This design comes from an exercise in tuning for small area, a short achievable clock period and few clock cycles per item on the open sky130 flow, not from production work. The RTL was checked by simulation tests, not by an equivalence proof against the original design. Power and IR drop assume default switching activity.

==> inputs of run a <==
// squat_switch
module squat_switch #(
    parameter int NumRx = 4,
    parameter int NumTx = 4
) (
    input  logic               clk,
    input  logic               rst,
    input  logic [8*NumRx-1:0] rx_data,
    input  logic [NumRx-1:0]   rx_soc,
    input  logic [NumRx-1:0]   rx_clav,
    output logic [NumRx-1:0]   rx_en,
    output logic [8*NumTx-1:0] tx_data,
    output logic [NumTx-1:0]   tx_soc,
    output logic [NumTx-1:0]   tx_en,
    input  logic [NumTx-1:0]   tx_clav,
    input  logic               cpu_sel,
    input  logic               cpu_wr,
    input  logic [7:0]         cpu_addr,
    input  logic [15:0]        cpu_wdata,
    output logic [15:0]        cpu_rdata,
    output logic               cpu_rdy
);
==> flow/config.mk <==
export PLATFORM = sky130hd
export DESIGN_NAME = squat_switch
export DESIGN_NICKNAME = squat_switch
export VERILOG_FILES = /design/flow/design.v
export SDC_FILE = /design/flow/constraint.sdc
export NUM_CORES = 4
export LEC_CHECK = 0
export CAP_MARGIN = 20
export CORE_MARGIN = 2
export CORE_UTILIZATION = 45
export SLEW_MARGIN = 20
export SYNTH_HIERARCHICAL = 1
==> flow/constraint.sdc <==
create_clock -name core_clock -period 10.0 [get_ports {clk}]
set_input_delay 2.0000 -clock core_clock [delete_from_list [all_inputs] [get_ports {clk}]]
set_output_delay 2.0000 -clock core_clock [all_outputs]
set_load 0.01 [all_outputs]
standard.sh (not shown) runs the stock make flow with config.mk's settings and CLKGATE_MAP_FILE= SYNTH_SCRIPT=/design/flow/synth_recipe.tcl, a recipe that flattens the netlist after the stock synthesis.
==> flow/flow/run.sh <==
#!/bin/bash
set -euo pipefail
export SETUP_SLACK_MARGIN=6.6
export CTS_ARGS="-sink_clustering_enable -repair_clock_nets -sink_clustering_size 22 -sink_clustering_max_diameter 80 -dont_use_dummy_load"
bash standard.sh MATCH_CELL_FOOTPRINT=0 finish > standard.log 2>&1
==> run b (differences from run a) <==
--- a/flow/design.v
+++ b/flow/design.v
@@ -14,18 +14,17 @@
     input  logic [NumTx-1:0]   tx_clav,
     input  logic               cpu_sel,
     input  logic               cpu_wr,
     input  logic [7:0]         cpu_addr,
     input  logic [15:0]        cpu_wdata,
     output logic [15:0]        cpu_rdata,
     output logic               cpu_rdy
 );
-    localparam int         FL      = 55;       
-    localparam logic [5:0] OFF_END = 6'd54;    
+    localparam int         FL      = 53;       
     localparam logic [5:0] OFF_RXL = 6'd52;    
     localparam logic [5:0] OFF_SCH = 6'd11;    
     localparam logic [5:0] OFF_TXL = 6'((13 + 52) % FL);  
     localparam logic [5:0] OFF_CMT = 6'd12;    
     localparam int         TAP     = 11;       
     localparam int         TxMaskInt = (1 << NumTx) - 1;
     localparam logic [3:0] TX_VALID  = TxMaskInt[3:0];
     function automatic logic [7:0] hec_calc(input logic [31:0] hdr);
@@ -45,62 +44,63 @@
     logic [11:0]      r_vpi12 [NumRx];
     logic [7:0]       r_delta [NumRx]; 
     logic [NumTx-1:0] r_txen_n;
     logic [NumTx-1:0] r_txsoc;
     logic [NumTx-1:0] r_go;
     logic [1:0]       r_sel [NumTx];
     logic [1:0]       r_rr  [NumTx];
     logic [7:0]       r_txd [NumTx];
-    logic [NumRx-1:0] w_done, w_free, w_rxgo;
-    logic             w_idle;
+    logic [NumRx-1:0] w_done, w_free, w_rd0, w_rd;
+    logic [NumRx-1:0] r_canrd;        
+    logic             w_idle, w_park;
     always_comb begin
         for (int i = 0; i < NumRx; i = i + 1) begin
             w_done[i] = r_lkdone[i] && (r_pend[i] == 4'd0);
             w_free[i] = !r_occ[i] || w_done[i];
-            w_rxgo[i] = rx_clav[i] && w_free[i];
+            w_rd0[i]  = r_canrd[i] && rx_clav[i];
+            w_rd[i]   = r_rd[i] || w_rd0[i];
         end
         w_idle = (r_occ == '0) && (r_txen_n == '1);
+        w_park = (r_off == 6'd0) && w_idle && (w_rd0 == '0);
     end
     always_ff @(posedge clk) begin
         if (!rst) begin
-            r_off <= OFF_END;
-            r_rd  <= '0;
+            r_off   <= 6'd0;
+            r_rd    <= '0;
+            r_canrd <= '0;
         end else begin
-            if (r_off == OFF_END) begin
-                if (!w_idle || (w_rxgo != '0)) r_off <= 6'd0;
-                r_rd <= w_rxgo;
-            end else begin
-                r_off <= r_off + 6'd1;
-                if (r_off == 6'd0)         r_rd <= r_rd & rx_soc;
-                else if (r_off == OFF_RXL) r_rd <= '0;
-            end
+            if (r_off == OFF_RXL || w_park) r_off <= 6'd0;
+            else                            r_off <= r_off + 6'd1;
+            if (r_off == 6'd0)         r_rd <= w_rd0 & rx_soc;
+            else if (r_off == OFF_RXL) r_rd <= '0;
+            r_canrd <= (r_off == OFF_RXL || w_park) ? w_free : '0;
         end
     end
     logic [8*FL-1:0] r_ring [NumRx];
     logic [7:0]      w_tap  [NumRx];
     logic [7:0]      w_out  [NumRx];
     logic            w_b0, w_b1, w_b4;
     assign w_b0 = (r_off == 6'd12);
     assign w_b1 = (r_off == 6'd13);
     assign w_b4 = (r_off == 6'd16);
     genvar gi;
     generate
         for (gi = 0; gi < NumRx; gi = gi + 1) begin : g_ring
             logic [7:0] w_in;
-            assign w_in = r_rd[gi] ? rx_data[8*gi +: 8] : r_ring[gi][8*FL-1 -: 8];
+            assign w_in = w_rd[gi] ? rx_data[8*gi +: 8] : r_ring[gi][8*FL-1 -: 8];
             always_ff @(posedge clk) r_ring[gi] <= {r_ring[gi][8*FL-9:0], w_in};
             assign w_tap[gi] = r_ring[gi][8*TAP +: 8];
             always_comb begin
                 w_out[gi] = w_tap[gi];
                 if (w_b0)      w_out[gi] = r_vpi12[gi][11:4];
                 else if (w_b1) w_out[gi] = {r_vpi12[gi][3:0], w_tap[gi][3:0]};
                 else if (w_b4) w_out[gi] = w_tap[gi] ^ r_delta[gi];
             end
-            assign rx_en[gi] = ~r_rd[gi];
+            assign rx_en[gi] = ~w_rd[gi];
         end
     endgenerate
     logic [15:0]       w_wd;
     logic [4095:0]     w_lut;
     logic [255:0]      w_grp;
     logic [15:0]       w_ahi, w_rdg, w_rdv, r_rd16;
     logic [15:0]       w_rd16;
     logic              r_lka_v, r_lka_ok;
@@ -220,17 +220,17 @@
             r_occ    <= '0;
             r_lkdone <= '0;
             r_txen_n <= '1;
             r_txsoc  <= '0;
             r_go     <= '0;
             for (int j = 0; j < NumTx; j = j + 1) r_rr[j] <= 2'd0;
         end else begin
             for (int i = 0; i < NumRx; i = i + 1) begin
-                if ((r_off == 6'd0) && r_rd[i] && rx_soc[i]) r_occ[i] <= 1'b1;
+                if ((r_off == 6'd0) && w_rd0[i] && rx_soc[i]) r_occ[i] <= 1'b1;
                 else if (w_done[i])                         r_occ[i] <= 1'b0;
                 if (r_lkb_v && (r_lkb_ring == 2'(i)))       r_lkdone[i] <= 1'b1;
                 else if (w_done[i])                         r_lkdone[i] <= 1'b0;
             end
             if (r_off == OFF_TXL) r_txen_n <= '1;
             if (r_off == OFF_SCH) r_go <= w_found;
             if (r_off == OFF_CMT) begin
                 r_txen_n <= ~w_start;
==> flow/flow/run.sh (replaced) <==
#!/bin/bash
set -euo pipefail
export SETUP_SLACK_MARGIN=6.6
bash standard.sh MATCH_CELL_FOOTPRINT=0 finish > standard.log 2>&1
==> run c (differences from run a) <==
--- a/flow/design.v
+++ b/flow/design.v
@@ -14,21 +14,20 @@
     input  logic [NumTx-1:0]   tx_clav,
     input  logic               cpu_sel,
     input  logic               cpu_wr,
     input  logic [7:0]         cpu_addr,
     input  logic [15:0]        cpu_wdata,
     output logic [15:0]        cpu_rdata,
     output logic               cpu_rdy
 );
-    localparam int         FL      = 55;       
-    localparam logic [5:0] OFF_END = 6'd54;    
+    localparam int         FL      = 54;       
+    localparam logic [5:0] OFF_END = 6'd53;    
     localparam logic [5:0] OFF_RXL = 6'd52;    
     localparam logic [5:0] OFF_SCH = 6'd11;    
-    localparam logic [5:0] OFF_TXL = 6'((13 + 52) % FL);  
     localparam logic [5:0] OFF_CMT = 6'd12;    
     localparam int         TAP     = 11;       
     localparam int         TxMaskInt = (1 << NumTx) - 1;
     localparam logic [3:0] TX_VALID  = TxMaskInt[3:0];
     function automatic logic [7:0] hec_calc(input logic [31:0] hdr);
         logic [7:0] crc;
         crc = 8'h00;
         for (int b = 31; b >= 0; b = b - 1) begin
@@ -93,102 +92,91 @@
                 w_out[gi] = w_tap[gi];
                 if (w_b0)      w_out[gi] = r_vpi12[gi][11:4];
                 else if (w_b1) w_out[gi] = {r_vpi12[gi][3:0], w_tap[gi][3:0]};
                 else if (w_b4) w_out[gi] = w_tap[gi] ^ r_delta[gi];
             end
             assign rx_en[gi] = ~r_rd[gi];
         end
     endgenerate
+    logic              w_cpu_rd, w_cpu_wr;
     logic [15:0]       w_wd;
     logic [4095:0]     w_lut;
     logic [255:0]      w_grp;
-    logic [15:0]       w_ahi, w_rdg, w_rdv, r_rd16;
+    logic [15:0]       w_ahi, w_rdv, r_rd16;
     logic [15:0]       w_rd16;
     logic              r_lka_v, r_lka_ok;
     logic [1:0]        r_lka_ring;
     logic [11:0]       r_lka_hdr;
     logic              r_lkb_v, r_lkb_ok;
     logic [1:0]        r_lkb_ring;
     logic [11:0]       r_lkb_hdr;
     logic              r_cpu_rdy;
-    logic              r_wv, r_rstn;
-    logic [7:0]        r_waddr;
-    logic [15:0]       r_wdata;
-    logic              w_hit;
-    always_ff @(posedge clk) begin
-        r_wv    <= cpu_sel && cpu_wr && rst;
-        r_rstn  <= rst;
-        r_waddr <= cpu_addr;
-        r_wdata <= cpu_wdata;
-    end
-    assign w_wd = r_wdata & {16{r_rstn}};
+    assign w_cpu_rd = cpu_sel && !cpu_wr;
+    assign w_cpu_wr = cpu_sel && cpu_wr;
+    assign w_wd     = cpu_wdata & {16{rst}};
     logic [15:0] w_wlo, w_whi, w_alo;
     always_comb begin
         for (int k = 0; k < 16; k = k + 1) begin
-            w_wlo[k] = (r_waddr[3:0] == 4'(k));
-            w_whi[k] = (r_waddr[7:4] == 4'(k)) && r_wv;
+            w_wlo[k] = (cpu_addr[3:0] == 4'(k));
+            w_whi[k] = (cpu_addr[7:4] == 4'(k)) && w_cpu_wr;
         end
     end
     generate
         for (gi = 0; gi < 256; gi = gi + 1) begin : g_row
             logic [15:0] r_q;
             always_ff @(posedge clk) begin
-                if ((w_wlo[gi % 16] && w_whi[gi / 16]) || !r_rstn) r_q <= w_wd;
+                if ((w_wlo[gi % 16] && w_whi[gi / 16]) || !rst) r_q <= w_wd;
             end
             assign w_lut[16*gi +: 16] = r_q;
         end
     endgenerate
-    assign w_hit = cpu_sel && r_wv && (cpu_addr == r_waddr);
     always_comb begin
         for (int k = 0; k < 16; k = k + 1) begin
-            w_alo[k] = cpu_sel ? (cpu_addr[3:0] == 4'(k)) : (r_lka_hdr[3:0] == 4'(k));
-            w_ahi[k] = (cpu_sel ? (cpu_addr[7:4] == 4'(k)) : (r_lka_hdr[7:4] == 4'(k)))
-                       && !w_hit && r_rstn;
-        end
-    end
-    generate
-        for (gi = 0; gi < 16; gi = gi + 1) begin : g_grp
-            squat_switch_sel16 u_sel (.d(w_lut[256*gi +: 256]), .s(w_alo), .q(w_grp[16*gi +: 16]));
-        end
-    endgenerate
-    squat_switch_sel16 u_sel_hi (.d(w_grp), .s(w_ahi), .q(w_rdg));
-    assign w_rdv = w_rdg | (r_wdata & {16{w_hit && r_rstn}});
+            w_alo[k] = w_cpu_rd ? (cpu_addr[3:0] == 4'(k)) : (r_lka_hdr[3:0] == 4'(k));
+            w_ahi[k] = w_cpu_rd ? (cpu_addr[7:4] == 4'(k)) : (r_lka_hdr[7:4] == 4'(k));
+        end
+        w_rdv = 16'h0000;
+        for (int g = 0; g < 16; g = g + 1) begin
+            w_grp[16*g +: 16] = 16'h0000;
+            for (int k = 0; k < 16; k = k + 1)
+                w_grp[16*g +: 16] = w_grp[16*g +: 16] | (w_lut[16*(16*g+k) +: 16] & {16{w_alo[k]}});
+            w_rdv = w_rdv | (w_grp[16*g +: 16] & {16{w_ahi[g]}});
+        end
+    end
     always_ff @(posedge clk) r_rd16 <= w_rdv;
     assign w_rd16    = r_rd16;
     assign cpu_rdata = r_rd16;
     assign cpu_rdy   = r_cpu_rdy;
     always_ff @(posedge clk) begin
         if (!rst) r_cpu_rdy <= 1'b0;
         else      r_cpu_rdy <= cpu_sel;
     end
     logic [7:0] w_pb [5];
     logic [1:0] w_pring;
     logic       w_pslot;
-    logic [NumRx-1:0] r_ps;           
-    always_ff @(posedge clk) begin
-        for (int i = 0; i < NumRx; i = i + 1) r_ps[i] <= rst && (r_off == 6'(4 + i));
-    end
     always_comb begin
         w_pslot = 1'b0;
         w_pring = 2'd0;
         for (int k = 0; k < 5; k = k + 1) w_pb[k] = 8'h00;
         for (int i = 0; i < NumRx; i = i + 1) begin
-            w_pslot = w_pslot | r_ps[i];
-            w_pring = w_pring | (2'(i) & {2{r_ps[i]}});
-            for (int k = 0; k < 5; k = k + 1) w_pb[k] = w_pb[k] | (r_ring[i][8*(4+i-k) +: 8] & {8{r_ps[i]}});
+            if (r_off == 6'(5 + i)) begin
+                w_pslot = 1'b1;
+                w_pring = 2'(i);
+                for (int k = 0; k < 5; k = k + 1) w_pb[k] = r_ring[i][8*(4+i-k) +: 8];
+            end
         end
     end
     always_ff @(posedge clk) begin
         if (!rst) begin
             r_lka_v <= 1'b0;
             r_lkb_v <= 1'b0;
         end else begin
             r_lka_v <= w_pslot && r_occ[w_pring] && !r_lkdone[w_pring];
-            r_lkb_v <= r_lka_v && !cpu_sel;
+            r_lkb_v <= r_lka_v && !w_cpu_rd;
         end
         r_lka_ring <= w_pring;
         r_lka_hdr  <= {w_pb[0], w_pb[1][7:4]};
         r_lka_ok   <= (hec_calc({w_pb[0], w_pb[1], w_pb[2], w_pb[3]}) == w_pb[4]);
         r_lkb_ring <= r_lka_ring;
         r_lkb_hdr  <= r_lka_hdr;
         r_lkb_ok   <= r_lka_ok;
     end
@@ -225,18 +213,20 @@
             for (int j = 0; j < NumTx; j = j + 1) r_rr[j] <= 2'd0;
         end else begin
             for (int i = 0; i < NumRx; i = i + 1) begin
                 if ((r_off == 6'd0) && r_rd[i] && rx_soc[i]) r_occ[i] <= 1'b1;
                 else if (w_done[i])                         r_occ[i] <= 1'b0;
                 if (r_lkb_v && (r_lkb_ring == 2'(i)))       r_lkdone[i] <= 1'b1;
                 else if (w_done[i])                         r_lkdone[i] <= 1'b0;
             end
-            if (r_off == OFF_TXL) r_txen_n <= '1;
-            if (r_off == OFF_SCH) r_go <= w_found;
+            if (r_off == OFF_SCH) begin
+                r_go     <= w_found;
+                r_txen_n <= '1;
+            end
             if (r_off == OFF_CMT) begin
                 r_txen_n <= ~w_start;
                 r_txsoc  <= w_start;
                 for (int j = 0; j < NumTx; j = j + 1)
                     if (w_start[j]) r_rr[j] <= r_sel[j] + 2'd1;
             end else begin
                 r_txsoc <= '0;
             end
@@ -261,18 +251,8 @@
     generate
         for (gi = 0; gi < NumTx; gi = gi + 1) begin : g_tx
             assign tx_en[gi]          = r_txen_n[gi];
             assign tx_soc[gi]         = r_txsoc[gi];
             assign tx_data[8*gi +: 8] = r_txd[gi];
         end
     endgenerate
 endmodule
-module squat_switch_sel16 (
-    input  logic [255:0] d,
-    input  logic [15:0]  s,
-    output logic [15:0]  q
-);
-    always_comb begin
-        q = 16'h0000;
-        for (int k = 0; k < 16; k = k + 1) q = q | (d[16*k +: 16] & {16{s[k]}});
-    end
-endmodule
==> flow/run.sh (new file) <==
#!/bin/bash
# synth_recipe.tcl (not shown) runs the flow's synth.tcl, then flattens the netlist and writes it again
# the make line also repeats each setting of config.mk as NAME=value (left out here)
make -C /OpenROAD-flow-scripts/flow DESIGN_CONFIG=/design/flow/config.mk WORK_HOME=/design/flow/orfs CLKGATE_MAP_FILE= SYNTH_SCRIPT=/design/flow/synth_recipe.tcl finish
ABC_CLOCK_PERIOD_IN_PS = 3000   (was unset)
CORE_UTILIZATION = 40   (was 45)
SETUP_SLACK_MARGIN = 5   (was unset)
SYNTH_HIERARCHICAL = unset   (was 1)
removed: flow/flow/run.sh
removed: flow/standard.sh
==> metrics.yaml <==
status: "timing/DRC/antenna clean"
critPathTopFamily: "compound AO/OA/AOI/OAI gates"
p_comb_mw: 2.95
use_met1_pct: 34.7
place_area_sq_um: 208000
clkTransAtPathRegs_ns: 0.09
power_clock_mw: 13.2
rrSetupSlack_ns: 5.68
grt_use_met2_pct: 39.5
antenna_found_initial: 38
yosys_register_bits: 6109
pwr-share-seq_pct: 65.3
-- figures above: run a

==> metrics.yaml <==
p_comb_mw: 3.51
status: "timing/DRC/antenna clean"
pwr-share-seq_pct: 55.1
use_met1_pct: 31.1
rrSetupSlack_ns: 5.19
critPathTopFamily: "simple AND/OR/NAND/NOR gates"
yosys_register_bits: 6047
-- figures above: run c

==> metrics.yaml <==
clkTransAtPathRegs_ns: 0.06
antenna_found_initial: 29
place_area_sq_um: 207000
rrSetupSlack_ns: 5.86
p_comb_mw: 2.80
pwr-share-seq_pct: 55.0
use_met1_pct: 34.6
status: "timing/DRC/antenna clean"
-- figures above: run b

Testbench counts of run a, summed over its fixed seeds: cycles 17,314, cells 640.
Testbench counts of run b, summed over its fixed seeds: cycles 16,693, cells 640.
Testbench counts of run c, summed over its fixed seeds: cycles 17,006, cells 640.

==> re-timing with driven ports <==
No port has a modelled driver above. Below, the same layouts with a new extraction and two added sets of constraints. Step 1 sets driving cells, clkbuf_16 on the clock port and buf_2 on the other inputs (assumed; they add their load-dependent delay and slew). Step 2 times the ports against the registers' clock, not the clock port: input delays grow and output delays shrink by t, the midpoint of the rising clock arrivals with the driver on. Three values: ideal ports, drivers, drivers and shift; two values: the first two.
run | t, ns | slack for setup (ns) | latest minus earliest clock arrival (ns)
run a | 1.044 | 5.448 / 5.205 / 4.160 | 0.144 / 0.145
run b | 1.158 | 5.403 / 5.225 / 4.067 | 0.074 / 0.074
run c | 1.163 | 4.874 / 4.858 / 3.720 | 0.117 / 0.116
After both steps every run listed still meets setup and hold. The setup slack of run b, which loses most, moves by -0.178 ns with the drivers and by -1.336 ns with both steps.
